Context: an optimization exercise on an open-source flow, tuned for small area. The choices shown serve that exercise and are no tape-out recipe. Only simulation tests tie the RTL to the original design; equivalence was not proved.

run a:
// sad_min_search
module sad_min_search #(
   parameter int PIX_W = 8,
   parameter int LANES = 32,
   parameter int BEATS = 32,
   parameter int IDX_W = 16,
   localparam int SAD_W = PIX_W + $clog2(LANES * BEATS)
) (
   input  logic                   Bus2IP_Clk,
   input  logic                   Bus2IP_Reset,
   input  logic                   clr,
   input  logic                   in_valid,
   input  logic [PIX_W*LANES-1:0] in_face,
   input  logic [PIX_W*LANES-1:0] in_group,
   output logic                   sad_valid,
   output logic [SAD_W-1:0]       sad_out,
   output logic [IDX_W-1:0]       sad_idx,
   output logic                   best_valid,
   output logic [SAD_W-1:0]       best_sad,
   output logic [IDX_W-1:0]       best_idx
);
clock: 7.0 ns
lec_check: 0
cap_margin: 20
core_margin: 2
core_utilization: 40
place_density: 0.6
slew_margin: 20
synth_hierarchical: 1
synth_minimum_keep_size: 0
standard.sh (not shown) runs the stock make flow with config.mk's settings and CLKGATE_MAP_FILE= SYNTH_SCRIPT=/design/flow/synth_recipe.tcl, a recipe that flattens the netlist after the stock synthesis.
==> flow/flow/run.sh <==
#!/bin/bash
# The standard layout, with the port buffers that buffer_ports inserts set
# to the smallest plain buffer instead of the tool's default pick.
set -euo pipefail
bash standard.sh BUFFER_PORTS_ARGS="-buffer_cell sky130_fd_sc_hd__buf_1" finish > make_finish.log 2>&1
What run b does differently from run a at the input level:
==> flow/run.sh (new file) <==
#!/bin/bash
# synth_recipe.tcl (not shown) runs the flow's synth.tcl, then flattens the netlist and writes it again
# the make line also repeats each setting of config.mk as NAME=value (left out here)
make -C /OpenROAD-flow-scripts/flow DESIGN_CONFIG=/design/flow/config.mk WORK_HOME=/design/flow/orfs CLKGATE_MAP_FILE= SYNTH_SCRIPT=/design/flow/synth_recipe.tcl finish
removed: flow/flow/run.sh
removed: flow/standard.sh
--- outcome ---
Run b finished every step from synthesis to the final layout, and the layout passed the timing, design-rule and antenna checks. Number of synthesized flops with an enable pin came out exactly the same in run b and run a. Global-route wire length before repair, run b and run a: lower on run a. Comparing run a with run b, the non-filler instance count after layout came out essentially unchanged. Final weighted congestion in routability-driven placement, run b and run a: higher on run a. Re share of final layout cell area taken by non-clock buffers: run b is 11 points up on run a.

---

Another version of the RTL of sad_min_search (not shown whole).
Size: about 1500 cells after synthesis, roughly 0.020 mm² of cells after synthesis.
Settings: LEC_CHECK=0, CAP_MARGIN=20, CORE_MARGIN=2, CORE_UTILIZATION=40, CTS_BUF_LIST=sky130_fd_sc_hd__clkbuf_4 sky130_fd_sc_hd__clkbuf_8, GPL_TIMING_DRIVEN=0, PLACE_DENSITY=0.6, SLEW_MARGIN=20, SYNTH_HIERARCHICAL=1, SYNTH_MINIMUM_KEEP_SIZE=0; clock period 7.0 ns.
==> flow/flow/run.sh <==
#!/bin/bash
# The standard layout, with the port buffers that buffer_ports inserts set
# to the smallest plain buffer instead of the tool's default pick.
set -euo pipefail
bash standard.sh BUFFER_PORTS_ARGS="-buffer_cell sky130_fd_sc_hd__buf_1" finish > make_finish.log 2>&1
The baseline went through all stages and came out clean.
Change:
- CORE_UTILIZATION: 40 -> 55
- PLACE_DENSITY: 0.6 -> 0.7
What happened: Wire length fell by a few percent; cell count is lower by a few percent; count of clock-buffer cells in the layout is unchanged.
Change:
==> flow/flow/run.sh (replaced) <==
#!/bin/bash
# The standard layout, with two changes: the port buffers that buffer_ports
# inserts are the smallest plain buffer instead of the tool's default pick,
# and clock tree synthesis adds no dummy loads.
set -euo pipefail
bash standard.sh \
  BUFFER_PORTS_ARGS="-buffer_cell sky130_fd_sc_hd__buf_1" \
  CTS_ARGS="-sink_clustering_enable -repair_clock_nets -dont_use_dummy_load -buf_list sky130_fd_sc_hd__clkbuf_8" \
  finish > make_finish.log 2>&1
- CORE_UTILIZATION: 55 -> 40
- PLACE_DENSITY: 0.7 -> 0.6
=> Fmax hardly moves; core utilization decreases by 18 points; routed wire length rises by 2.0%; area after synthesis is unchanged; sequential share of layout area is about the same; worst setup slack is worse by 0.0095 ns; cell area is about the same.
Change:
--- a/flow/flow/run.sh
+++ b/flow/flow/run.sh
@@ -8 +8 @@
-  CTS_ARGS="-sink_clustering_enable -repair_clock_nets -dont_use_dummy_load -buf_list sky130_fd_sc_hd__clkbuf_8" \
+  CTS_ARGS="-sink_clustering_enable -repair_clock_nets -dont_use_dummy_load -buf_list sky130_fd_sc_hd__clkbuf_16 -sink_clustering_size 40 -sink_clustering_max_diameter 100" \
=>
- The new run ran to the end with no violations
- via count is about the same
- utilization grows by 0.40 points
- wire length hardly moves
- design area climbs slightly
- sequential share of layout area shrinks by 0.14 points
- fmax shrinks slightly
- non-clock buffer count drops by 1
- register-to-register slack loses 0.02 ns

-- what the ideal ports hide --
The flow's constraints put no driver on any port. The routed layouts listed below were extracted and timed again, unchanged, in two steps. Step 1 sets driving cells, clkbuf_16 on the clock port and buf_2 on the other inputs (assumed; they add their load-dependent delay and slew). Step 2, shift: input delay + t, output delay - t, t = (earliest + latest rising clock arrival at the registers) / 2. This alone moves slack from input paths to output paths. Three values: no drivers, after step 1, after step 2; two values: the first two.
run | t (ns) | setup WS [ns] | worst data-port slew with drivers (ns) | pins driven straight from the clock port
run a | 0.475 | 0.160 / 0.178 / -0.297 | 0.14 | 1
run b | 0.469 | 0.082 / 0.044 / -0.425 | 0.13 | 1
the first run of note 2 | 0.470 | 0.081 / 0.064 / -0.406 | 0.19 | 1
the second run of note 2 | 0.498 | 0.128 / 0.137 / -0.361 | 0.18 | 1
the third run of note 2 | 0.460 | 0.119 / 0.101 / -0.359 | 0.20 | 1
the fourth run of note 2 | 0.443 | 0.097 / 0.084 / -0.359 | 0.21 | 1
With both steps, setup timing fails in every run listed, where it was met with ideal ports. For run b, which loses most, drivers alone change the setup slack by -0.038 ns; drivers and shift together by -0.507 ns.
